Source: an optimization exercise on an open RTL-to-GDS flow (aim: small area). Production flows keep margins and buffers that such runs may drop. The RTL was checked by simulation tests, not by an equivalence proof against the original design.

### flow/config.mk
export PLATFORM = sky130hd
export DESIGN_NAME = miniCalc
export DESIGN_NICKNAME = miniCalc
export VERILOG_FILES = /design/flow/design.v
export SDC_FILE = /design/flow/constraint.sdc
export NUM_CORES = 4
export LEC_CHECK = 0
export CAP_MARGIN = 20
export CORE_MARGIN = 2
export CORE_UTILIZATION = 40
export SLEW_MARGIN = 20
### flow/constraint.sdc
create_clock -name core_clock -period 24.0 [get_ports {Clk}]
set_input_delay 4.8000 -clock core_clock [delete_from_list [all_inputs] [get_ports {Clk}]]
set_output_delay 4.8000 -clock core_clock [all_outputs]
set_load 0.01 [all_outputs]
### flow/design.v
`default_nettype none
package calcPkg;
    typedef logic [31:0] word_t;
    typedef logic [7:0]  byte_t;
    typedef logic [15:0] half_t;
    typedef logic [3:0] bcd_t;
    typedef logic [6:0] segments_t;
    typedef logic [7:0] led_t;
    typedef enum logic [7:0]
    {
        PushLow = 8'h01,
        Pop     = 8'h02,
        Copy    = 8'h03,
        Add     = 8'h04,
        Sub     = 8'h05,
        Mul     = 8'h06,
        Swap    = 8'h09,
        PushHi  = 8'h21,
        Clear   = 8'h80
    } opcode_t;
    typedef enum logic [1:0]
    {
        Idle    = 2'd0,
        Execute = 2'd1,
        Wait    = 2'd2
    } ctrlState_t;
endpackage
`default_nettype wire
`timescale 1ns/1ps
`default_nettype none
module segmentDecoder
(
    input  wire calcPkg::bcd_t  digit,
    input  wire                 blank,
    output calcPkg::segments_t  segments
);
    always_comb
    begin
        if (blank)
            segments = '0;
        else
        begin
            case (digit)
                4'd0: segments = 7'b1111110;
                4'd1: segments = 7'b0110000;
                4'd2: segments = 7'b1101101;
                4'd3: segments = 7'b1111001;
                4'd4: segments = 7'b0110011;
                4'd5: segments = 7'b1011011;
                4'd6: segments = 7'b1011111;
                4'd7: segments = 7'b1110000;
                4'd8: segments = 7'b1111111;
                4'd9: segments = 7'b1111011;
                default: segments = '0;
            endcase
        end
    end
endmodule
`default_nettype wire
`timescale 1ns/1ps
`default_nettype none
module bcdConverter
(
    input  wire calcPkg::half_t value,
    output calcPkg::bcd_t       digit3,
    output calcPkg::bcd_t       digit2,
    output calcPkg::bcd_t       digit1,
    output calcPkg::bcd_t       digit0
);
    logic [15:0] bcd;
    always_comb
    begin
        bcd = '0;
        for (int i = 15; i >= 0; i--)
        begin
            for (int d = 0; d < 4; d++)
            begin
                if (bcd[4*d +: 4] >= 4'd5)
                    bcd[4*d +: 4] = bcd[4*d +: 4] + 4'd3;
            end
            bcd = {bcd[14:0], value[i]};
        end
    end
    assign digit3 = bcd[15:12];
    assign digit2 = bcd[11:8];
    assign digit1 = bcd[7:4];
    assign digit0 = bcd[3:0];
endmodule
`default_nettype wire
`timescale 1ns/1ps
`default_nettype none
module statusDisplay
#(
    parameter int StackAddrWidth = 3
)
(
    input  wire                      Clk,
    input  wire                      rst,
    input  wire calcPkg::word_t      stackFirst,
    input  wire [StackAddrWidth:0]   stackSize,
    input  wire                      stackEmpty,
    input  wire                      opError,
    input  wire                      btnOutputHi,
    output calcPkg::led_t            led,
    output wire calcPkg::segments_t  disp3,
    output wire calcPkg::segments_t  disp2,
    output wire calcPkg::segments_t  disp1,
    output wire calcPkg::segments_t  disp0
);
    calcPkg::half_t shownHalf;
    logic           blank;
    calcPkg::bcd_t  digit3;
    calcPkg::bcd_t  digit2;
    calcPkg::bcd_t  digit1;
    calcPkg::bcd_t  digit0;
    always_ff @(posedge Clk)
    begin
        if (rst)
        begin
            led   <= '0;
            blank <= 1'b1;
        end
        else
        begin
            led   <= {opError, 7'(stackSize)};
            blank <= stackEmpty;
        end
    end
    always_ff @(posedge Clk)
    begin
        shownHalf <= btnOutputHi ? stackFirst[31:16] : stackFirst[15:0];
    end
    bcdConverter u_bcdConverter
    (
        .value  (shownHalf),
        .digit3 (digit3),
        .digit2 (digit2),
        .digit1 (digit1),
        .digit0 (digit0)
    );
    segmentDecoder u_segDecoder3 (.digit(digit3), .blank(blank), .segments(disp3));
    segmentDecoder u_segDecoder2 (.digit(digit2), .blank(blank), .segments(disp2));
    segmentDecoder u_segDecoder1 (.digit(digit1), .blank(blank), .segments(disp1));
    segmentDecoder u_segDecoder0 (.digit(digit0), .blank(blank), .segments(disp0));
endmodule
`default_nettype wire
`timescale 1ns/1ps
`default_nettype none
module stackCore
#(
    parameter int StackAddrWidth = 3
)
(
    input  wire                        Clk,
    input  wire                        rst,
    input  wire calcPkg::opcode_t      opcode,
    input  wire calcPkg::word_t        operand,
    input  wire                        execute,
    output logic                       done,
    output calcPkg::word_t             stackFirst,
    output logic [StackAddrWidth:0]    stackSize,
    output logic                       stackEmpty,
    output logic                       opError
);
    localparam int Depth = 1 << StackAddrWidth;
    localparam logic [StackAddrWidth:0] DepthCount = (StackAddrWidth + 1)'(Depth);
    localparam logic [StackAddrWidth:0] OneCount = (StackAddrWidth + 1)'(1);
    calcPkg::word_t stackMem [Depth];
    logic [StackAddrWidth-1:0] freeIdx;
    logic [StackAddrWidth-1:0] topIdx;
    logic [StackAddrWidth-1:0] secIdx;
    calcPkg::word_t            first;
    calcPkg::word_t            second;
    logic                      stackFull;
    logic                      hasTwo;
    logic                      wrA;
    logic [StackAddrWidth-1:0] wrAddrA;
    calcPkg::word_t            wrDataA;
    logic                      wrSec;
    calcPkg::word_t            wrDataSec;
    logic [StackAddrWidth:0]   nextSize;
    logic                      fault;
    logic                      clearError;
    assign freeIdx    = stackSize[StackAddrWidth-1:0];
    assign topIdx     = freeIdx - StackAddrWidth'(1);
    assign secIdx     = freeIdx - StackAddrWidth'(2);
    assign first      = stackMem[topIdx];
    assign second     = stackMem[secIdx];
    assign stackEmpty = (stackSize == '0);
    assign stackFull  = (stackSize == DepthCount);
    assign hasTwo     = (stackSize > OneCount);
    assign stackFirst = stackEmpty ? '0 : first;
    always_comb
    begin
        wrA        = 1'b0;
        wrAddrA    = freeIdx;
        wrDataA    = operand;
        wrSec      = 1'b0;
        wrDataSec  = first;
        nextSize   = stackSize;
        fault      = 1'b0;
        clearError = 1'b0;
        if (execute)
        begin
            case (opcode)
                calcPkg::PushLow, calcPkg::Copy:
                begin
                    if (stackFull || (opcode == calcPkg::Copy && stackEmpty))
                        fault = 1'b1;
                    else
                    begin
                        wrA      = 1'b1;
                        wrDataA  = (opcode == calcPkg::Copy) ? first : operand;
                        nextSize = stackSize + OneCount;
                    end
                end
                calcPkg::PushHi:
                begin
                    fault   = stackEmpty;
                    wrA     = !stackEmpty;
                    wrAddrA = topIdx;
                    wrDataA = {first[23:0], operand[7:0]};
                end
                calcPkg::Pop:
                begin
                    if (stackEmpty)
                        fault = 1'b1;
                    else
                        nextSize = stackSize - OneCount;
                end
                calcPkg::Swap:
                begin
                    fault   = !hasTwo;
                    wrA     = hasTwo;
                    wrAddrA = topIdx;
                    wrDataA = second;
                    wrSec   = hasTwo;
                end
                calcPkg::Add, calcPkg::Sub, calcPkg::Mul:
                begin
                    if (!hasTwo)
                        fault = 1'b1;
                    else
                    begin
                        wrSec    = 1'b1;
                        nextSize = stackSize - OneCount;
                        case (opcode)
                            calcPkg::Add: wrDataSec = second + first;
                            calcPkg::Sub: wrDataSec = second - first;
                            default:      wrDataSec = second * first;
                        endcase
                    end
                end
                calcPkg::Clear:
                begin
                    nextSize   = '0;
                    clearError = 1'b1;
                end
                default: ;
            endcase
        end
    end
    always_ff @(posedge Clk)
    begin
        if (wrA)
            stackMem[wrAddrA] <= wrDataA;
        if (wrSec)
            stackMem[secIdx] <= wrDataSec;
    end
    always_ff @(posedge Clk)
    begin
        if (rst)
        begin
            stackSize <= '0;
            opError   <= 1'b0;
            done      <= 1'b0;
        end
        else
        begin
            stackSize <= nextSize;
            done      <= execute;
            if (clearError)
                opError <= 1'b0;
            else if (fault)
                opError <= 1'b1;
        end
    end
endmodule
`default_nettype wire
`timescale 1ns/1ps
`default_nettype none
module calcController
(
    input  wire                 Clk,
    input  wire                 rst,
    input  wire calcPkg::byte_t switch,
    input  wire                 btnPushLow,
    input  wire                 btnPushHi,
    input  wire                 btnExecute,
    input  wire                 btnOutputHi,
    input  wire                 done,
    output calcPkg::opcode_t    opcode,
    output calcPkg::word_t      operand,
    output logic                execute
);
    calcPkg::ctrlState_t state;
    logic             cmdValid;
    calcPkg::opcode_t cmdOpcode;
    calcPkg::word_t   cmdOperand;
    always_comb
    begin
        cmdValid   = 1'b1;
        cmdOpcode  = calcPkg::Add;
        cmdOperand = '0;
        if (btnPushLow)
        begin
            cmdOpcode  = calcPkg::PushLow;
            cmdOperand = calcPkg::word_t'(switch);
        end
        else if (btnPushHi)
        begin
            cmdOpcode  = calcPkg::PushHi;
            cmdOperand = calcPkg::word_t'(switch);
        end
        else if (btnExecute && btnOutputHi)
        begin
            cmdOpcode = calcPkg::Clear;
        end
        else if (btnExecute)
        begin
            case (switch[2:0])
                3'b000: cmdOpcode = calcPkg::Add;
                3'b001: cmdOpcode = calcPkg::Sub;
                3'b010: cmdOpcode = calcPkg::Mul;
                3'b101: cmdOpcode = calcPkg::Pop;
                3'b110: cmdOpcode = calcPkg::Copy;
                3'b111: cmdOpcode = calcPkg::Swap;
                default: cmdValid = 1'b0;
            endcase
        end
        else
        begin
            cmdValid = 1'b0;
        end
    end
    always_ff @(posedge Clk)
    begin
        if (rst)
        begin
            state   <= calcPkg::Idle;
            execute <= 1'b0;
        end
        else
        begin
            case (state)
                calcPkg::Idle:
                begin
                    if (cmdValid)
                    begin
                        state   <= calcPkg::Execute;
                        execute <= 1'b1;
                    end
                end
                calcPkg::Execute:
                begin
                    state   <= calcPkg::Wait;
                    execute <= 1'b0;
                end
                calcPkg::Wait:
                begin
                    if (done)
                        state <= calcPkg::Idle;
                end
                default:
                begin
                    state   <= calcPkg::Idle;
                    execute <= 1'b0;
                end
            endcase
        end
    end
    always_ff @(posedge Clk)
    begin
        if (state == calcPkg::Idle && cmdValid)
        begin
            opcode  <= cmdOpcode;
            operand <= cmdOperand;
        end
    end
endmodule
`default_nettype wire
`timescale 1ns/1ps
`default_nettype none
module miniCalc
#(
    parameter int StackAddrWidth = 3
)
(
    input  wire                Clk,
    input  wire                rst,
    input  wire calcPkg::byte_t switch,
    input  wire                btnPushLow,
    input  wire                btnPushHi,
    input  wire                btnExecute,
    input  wire                btnOutputHi,
    output wire calcPkg::led_t  led,
    output wire calcPkg::segments_t disp3,
    output wire calcPkg::segments_t disp2,
    output wire calcPkg::segments_t disp1,
    output wire calcPkg::segments_t disp0
);
    calcPkg::opcode_t          opcode;
    calcPkg::word_t            operand;
    logic                      execute;
    logic                      done;
    calcPkg::word_t            stackFirst;
    logic [StackAddrWidth:0]   stackSize;
    logic                      stackEmpty;
    logic                      opError;
    calcController u_calcController
    (
        .Clk         (Clk),
        .rst         (rst),
        .switch      (switch),
        .btnPushLow  (btnPushLow),
        .btnPushHi   (btnPushHi),
        .btnExecute  (btnExecute),
        .btnOutputHi (btnOutputHi),
        .done        (done),
        .opcode      (opcode),
        .operand     (operand),
        .execute     (execute)
    );
    stackCore #(.StackAddrWidth(StackAddrWidth)) u_stackCore
    (
        .Clk        (Clk),
        .rst        (rst),
        .opcode     (opcode),
        .operand    (operand),
        .execute    (execute),
        .done       (done),
        .stackFirst (stackFirst),
        .stackSize  (stackSize),
        .stackEmpty (stackEmpty),
        .opError    (opError)
    );
    statusDisplay #(.StackAddrWidth(StackAddrWidth)) u_statusDisplay
    (
        .Clk         (Clk),
        .rst         (rst),
        .stackFirst  (stackFirst),
        .stackSize   (stackSize),
        .stackEmpty  (stackEmpty),
        .opError     (opError),
        .btnOutputHi (btnOutputHi),
        .led         (led),
        .disp3       (disp3),
        .disp2       (disp2),
        .disp1       (disp1),
        .disp0       (disp0)
    );
endmodule
`default_nettype wire
### flow/run.sh
#!/bin/bash
# synth_recipe.tcl (not shown) runs the flow's synth.tcl, then flattens the netlist and writes it again
# the make line also repeats each setting of config.mk as NAME=value (left out here)
make -C /OpenROAD-flow-scripts/flow DESIGN_CONFIG=/design/flow/config.mk WORK_HOME=/design/flow/orfs CLKGATE_MAP_FILE= SYNTH_SCRIPT=/design/flow/synth_recipe.tcl finish
==> run summary <==
## per-layer routing
layer / track usage [%] / vias up / routed length (µm)
met1: 31.9 / 15900 / 51200
li1: - / 14100 / -
met4: 8.40 / 2 / 4870
met2: 39.8 / 1334 / 57800
met5: 0 / - / 13
met3: 3.84 / 317 / 10200
## critical path, delay by kind of cell, from the launching register on
kind / cells / cell delay, ns
xor+xnor: 5 / 1.27
mux: 3 / 0.80
compound gates: 20 / 4.77
buf+inv: 12 / 1.64
simple gates: 21 / 4.63
flops: 1 / 0.46
fa+ha+maj: 15 / 3.48
## registers in the layout (all words and copies together), names as in the netlist
name / cells
u_calcController.operand: 8
u_statusDisplay.blank: 1
u_statusDisplay.led: 5
u_stackCore.stackSize: 4
u_calcController.execute: 1
u_calcController.opcode: 6
u_calcController.state: 2
u_stackCore.done: 1
u_stackCore.stackMem: 256
u_statusDisplay.shownHalf: 16
u_stackCore.opError: 1
## logic make-up (layout without fill, tap and decap cells)
kind of cell	after synthesis	in the layout	synth area share [%]
compound gates	596	596	10.3
buf+inv	837	812	7.81
xor+xnor	158	158	3.59
other cells	1	4	0.00923
flops	301	301	21.5
mux	485	485	16.3
simple gates	1160	1160	12.9
fa+ha+maj	653	653	27.7
## cells in the final DEF (no fill, tap or decap), types with 15 or more instances in the layout
cell type / synthesis / layout
sky130_fd_sc_hd__edfxtp_1: 270 / 270
sky130_fd_sc_hd__nand3_1: 35 / 35
sky130_fd_sc_hd__a211o_1: 15 / 15
sky130_fd_sc_hd__a21o_1: 20 / 20
sky130_fd_sc_hd__buf_4: 6 / 88
sky130_fd_sc_hd__o22ai_1: 25 / 25
sky130_fd_sc_hd__or3_1: 20 / 20
sky130_fd_sc_hd__nor2_1: 239 / 239
sky130_fd_sc_hd__inv_1: 603 / 603
sky130_fd_sc_hd__nand2_1: 577 / 565
sky130_fd_sc_hd__ha_1: 244 / 242
sky130_fd_sc_hd__a211oi_1: 41 / 40
sky130_fd_sc_hd__and3_1: 18 / 16
sky130_fd_sc_hd__o21ai_0: 103 / 99
sky130_fd_sc_hd__nor3_1: 41 / 39
sky130_fd_sc_hd__mux2i_1: 268 / 262
sky130_fd_sc_hd__o21bai_1: 17 / 17
sky130_fd_sc_hd__clkbuf_16: 0 / 36
sky130_fd_sc_hd__or2_2: 20 / 20
sky130_fd_sc_hd__a21oi_1: 114 / 114
sky130_fd_sc_hd__fa_1: 409 / 409
sky130_fd_sc_hd__and2_1: 86 / 86
sky130_fd_sc_hd__a21boi_0: 18 / 18
sky130_fd_sc_hd__dfxtp_1: 31 / 29
sky130_fd_sc_hd__o21ai_1: 35 / 35
sky130_fd_sc_hd__clkdlybuf4s50_1: 0 / 46
sky130_fd_sc_hd__nand2b_1: 27 / 27
sky130_fd_sc_hd__xnor2_1: 115 / 115
sky130_fd_sc_hd__xor2_1: 36 / 35
sky130_fd_sc_hd__o21a_1: 18 / 18
sky130_fd_sc_hd__nor2b_1: 30 / 30
sky130_fd_sc_hd__o211ai_1: 27 / 27
sky130_fd_sc_hd__a22oi_1: 22 / 22
sky130_fd_sc_hd__mux4_2: 128 / 128
sky130_fd_sc_hd__mux2_2: 74 / 74
## worst min-delay path by stage
stage | from | to | slack [ns] | depth (start not counted)
final | u_stackCore.opError$_SDFFE_PP0P_ | u_statusDisplay.led[7]$_SDFF_PP0_ | 0.50 | 1
after global routing | u_stackCore.opError$_SDFFE_PP0P_ | u_statusDisplay.led[7]$_SDFF_PP0_ | 0.51 | 1
after CTS | u_stackCore.opError$_SDFFE_PP0P_ | u_statusDisplay.led[7]$_SDFF_PP0_ | 0.50 | 1
after detailed placement | u_stackCore.opError$_SDFFE_PP0P_ | u_statusDisplay.led[7]$_SDFF_PP0_ | 0.49 | 1
after global placement | u_stackCore.opError$_SDFFE_PP0P_ | u_statusDisplay.led[7]$_SDFF_PP0_ | 0.49 | 1
after floorplan | u_stackCore.opError$_SDFFE_PP0P_ | u_statusDisplay.led[7]$_SDFF_PP0_ | 0.44 | 1
## cell type report
type                    count  share of cell area, %
inverters                 614                   5.24
multi-input cells        3055                   65.8
flip-flops and latches    301                   19.9
diodes                      1                0.00569
well taps                1357                   3.86
repair buffers            134                   2.55
clock inverters            19                  0.478
clock buffers              45                   2.17
## through the flow
stage                     util, %  setup slack [ns]  cell area (µm²)  TNS, ns
after floorplan                 -              4.38            40700        0
after global placement       42.6              2.18            42700        0
after detailed placement     42.6              1.68            42700        0
after CTS                    43.7              1.01            43900        0
after global routing         43.8           -0.0102            43900  -0.0180
final                        43.8              1.55            43900        0
## what timing repair did
action | in CTS | in global routing
setup buffers | 0 | 2
setup endpoints to repair | 0 | 20
resized for setup | 0 | 4
==> impl_metrics.sql <==
INSERT INTO impl_metrics (metric_group, metric, value, unit) VALUES
('global_route', 'grt_start_max_net_pins', '62', ''),
('timing', 'timing.fmax', '44.5', 'MHz'),
('layout', 'finalNonFillerCells', '5526', ''),
('clock_tree', 'cts_num_sinks', '301', ''),
('global_route', 'antenna_violations_before_repair', '5', ''),
('layout', 'sequential_cell_area', '8740', 'µm²'),
('clock_tree', 'cts_htree_levels', '2', ''),
('global_route', 'first_global_vias', '32200', ''),
('floorplan', 'floorplan.initialDensity', '40.5', '%'),
('run_status', 'run_status', 'finished clean', ''),
('drt', 'finalWirelength', '124000', 'µm'),
('logic_synthesis', 'synth_top_cells_by_area', 'sky130_fd_sc_hd__fa_1 (20%), sky130_fd_sc_hd__edfxtp_1 (20%), sky130_fd_sc_hd__ha_1 (7.5%)', ''),
('place', 'post-place-cells', '5459', ''),
('logic_synthesis', 'netlist_area', '40600', 'µm²'),
('setup_path', 'startpoint', 'u_statusDisplay.shownHalf[13]$_DFF_P_', ''),
('clock_tree', 'cts_buffer_depth', '3', ''),
('drt', 'total_vias_in_the_final_route', '31700', ''),
('clock_tree', 'cts.root.buffer_cell', 'sky130_fd_sc_hd__clkbuf_16', ''),
('floorplan', 'die_height', '323', 'µm'),
('global_route', 'grt_overflow', '0', ''),
('setup_path', 'rr_endpoint', 'u_stackCore.stackMem[5][29]$_DFFE_PP_', ''),
('layout', 'multi_input_gate_area', '28900', 'µm²'),
('timing', 'layout_worst_path_cycle_share', '93.5', '%'),
('logic_synthesis', 'synth.top_cells.by_count', 'sky130_fd_sc_hd__inv_1 (603), sky130_fd_sc_hd__nand2_1 (577), sky130_fd_sc_hd__fa_1 (409), sky130_fd_sc_hd__edfxtp_1 (270), sky130_fd_sc_hd__mux2i_1 (268)', ''),
('logic_synthesis', 'dominantRegCellSynth', 'sky130_fd_sc_hd__edfxtp_1', ''),
('floorplan', 'num_io_pins', '50', ''),
('drt', 'firstDrtPassIters', '6', ''),
('place', 'place_congestion', '0.879', ''),
('clock_tree', 'cts_made_buffers', '36', ''),
('setup_path', 'path_common_cell', 'sky130_fd_sc_hd__ha_1', ''),
('timing', 'drv_slew', '0', ''),
('setup_path', 'critPathCapture', 'disp1[3]', ''),
('drt', 'drt-vias-per-instance', '5.73', ''),
('timing', 'timing.final.crit_period', '22.45', 'ns'),
('setup_path', 'worst_setup_ep_type', 'primary output', ''),
('setup_path', 'timing.reg2reg.setup_slack', '11.98', 'ns'),
('timing', 'final-setup-viol-count', '0', ''),
('drt', 'route.detailed.drc', '0', ''),
('layout', 'layout_cells_sized_above_1', '11.3', '%'),
('global_route', 'grt_use_total', '24.0', '%'),
('timing', 'worst_pin_slew', '1.02', 'ns'),
('floorplan', 'die-width', '323', 'µm'),
('setup_path', 'worst-path-max-fanout', '9', ''),
('timing', 'skew', '0.0370', 'ns'),
('setup_path', 'timing.critical_path.from_type', 'flip-flop', ''),
('layout', 'num-nets-final', '4809', ''),
('logic_synthesis', 'synth.lib_cells_used.distinct', '120', ''),
('setup_path', 'crit_slowest_cell', 'sky130_fd_sc_hd__or4_1', ''),
('logic_synthesis', 'synthMostInstantiatedCell', 'sky130_fd_sc_hd__inv_1', ''),
('logic_synthesis', 'synthesis.area_per_instance', '9.70', 'µm²'),
('timing', 'maxSlewHeadroom', '31.5', '%'),
('logic_synthesis', 'ys_seq_elements', '301', ''),
('clock_tree', 'clkSlewWorstSetupHoldPaths', '0.06', 'ns'),
('setup_path', 'rr_startpoint', 'u_stackCore.stackSize[0]$_SDFFE_PP0P_', ''),
('drt', 'drt-wirelength-per-cell', '22.4', 'µm'),
('logic_synthesis', 'synthDominantAreaCellType', 'sky130_fd_sc_hd__fa_1', ''),
('floorplan', 'fp-row-count', '116', ''),
('global_route', 'grt_first_pass_wirelength', '192000', 'µm'),
('setup_path', 'timing.critical_path.slowest_cell_delay', '0.66', 'ns'),
('clock_tree', 'clk_latency', '0.60', 'ns'),
('logic_synthesis', 'synthDominantCellAreaShare', '20.1', '%'),
('setup_path', 'timing.setup.critical_path_class', 'flip-flop to primary output', ''),
('hold_path', 'worstHoldPathType', 'flip-flop to flip-flop', ''),
('logic_synthesis', 'postSynth.asyncResetShare', '0', '%'),
('drt', 'drt_iter0_drc', '3025', ''),
('timing', 'final_hold_viol_count', '0', ''),
('setup_path', 'worstPathRequired', '19.20', 'ns'),
('setup_path', 'arrival_time_reported_for_the_critical_path_endpoint', '17.65', 'ns'),
('setup_path', 'worst_r2r_path_depth', '39', '');

## separate check: timing with driven ports
In the flow no input, the clock included, has a driving cell. The finished layout below was timed again as built, in two steps. Step 1, drivers: a clkbuf_16 drives Clk and a buf_2 each remaining input, both assumed. Step 2 times the ports against the registers' clock, not the clock port: input delays grow and output delays shrink by t, the midpoint of the rising clock arrivals with the driver on. a / b / c = no drivers / after step 1 / after step 2; a / b = the first two.
t (ns): 0.643
setup WS [ns]: 1.551 / 1.486 / 2.130
worst setup path after step 2: register to output
pins driven straight from the clock port: 1
After both steps setup and hold are still met in this run. For this run, drivers alone change the setup slack by -0.065 ns; drivers and shift together by +0.579 ns.
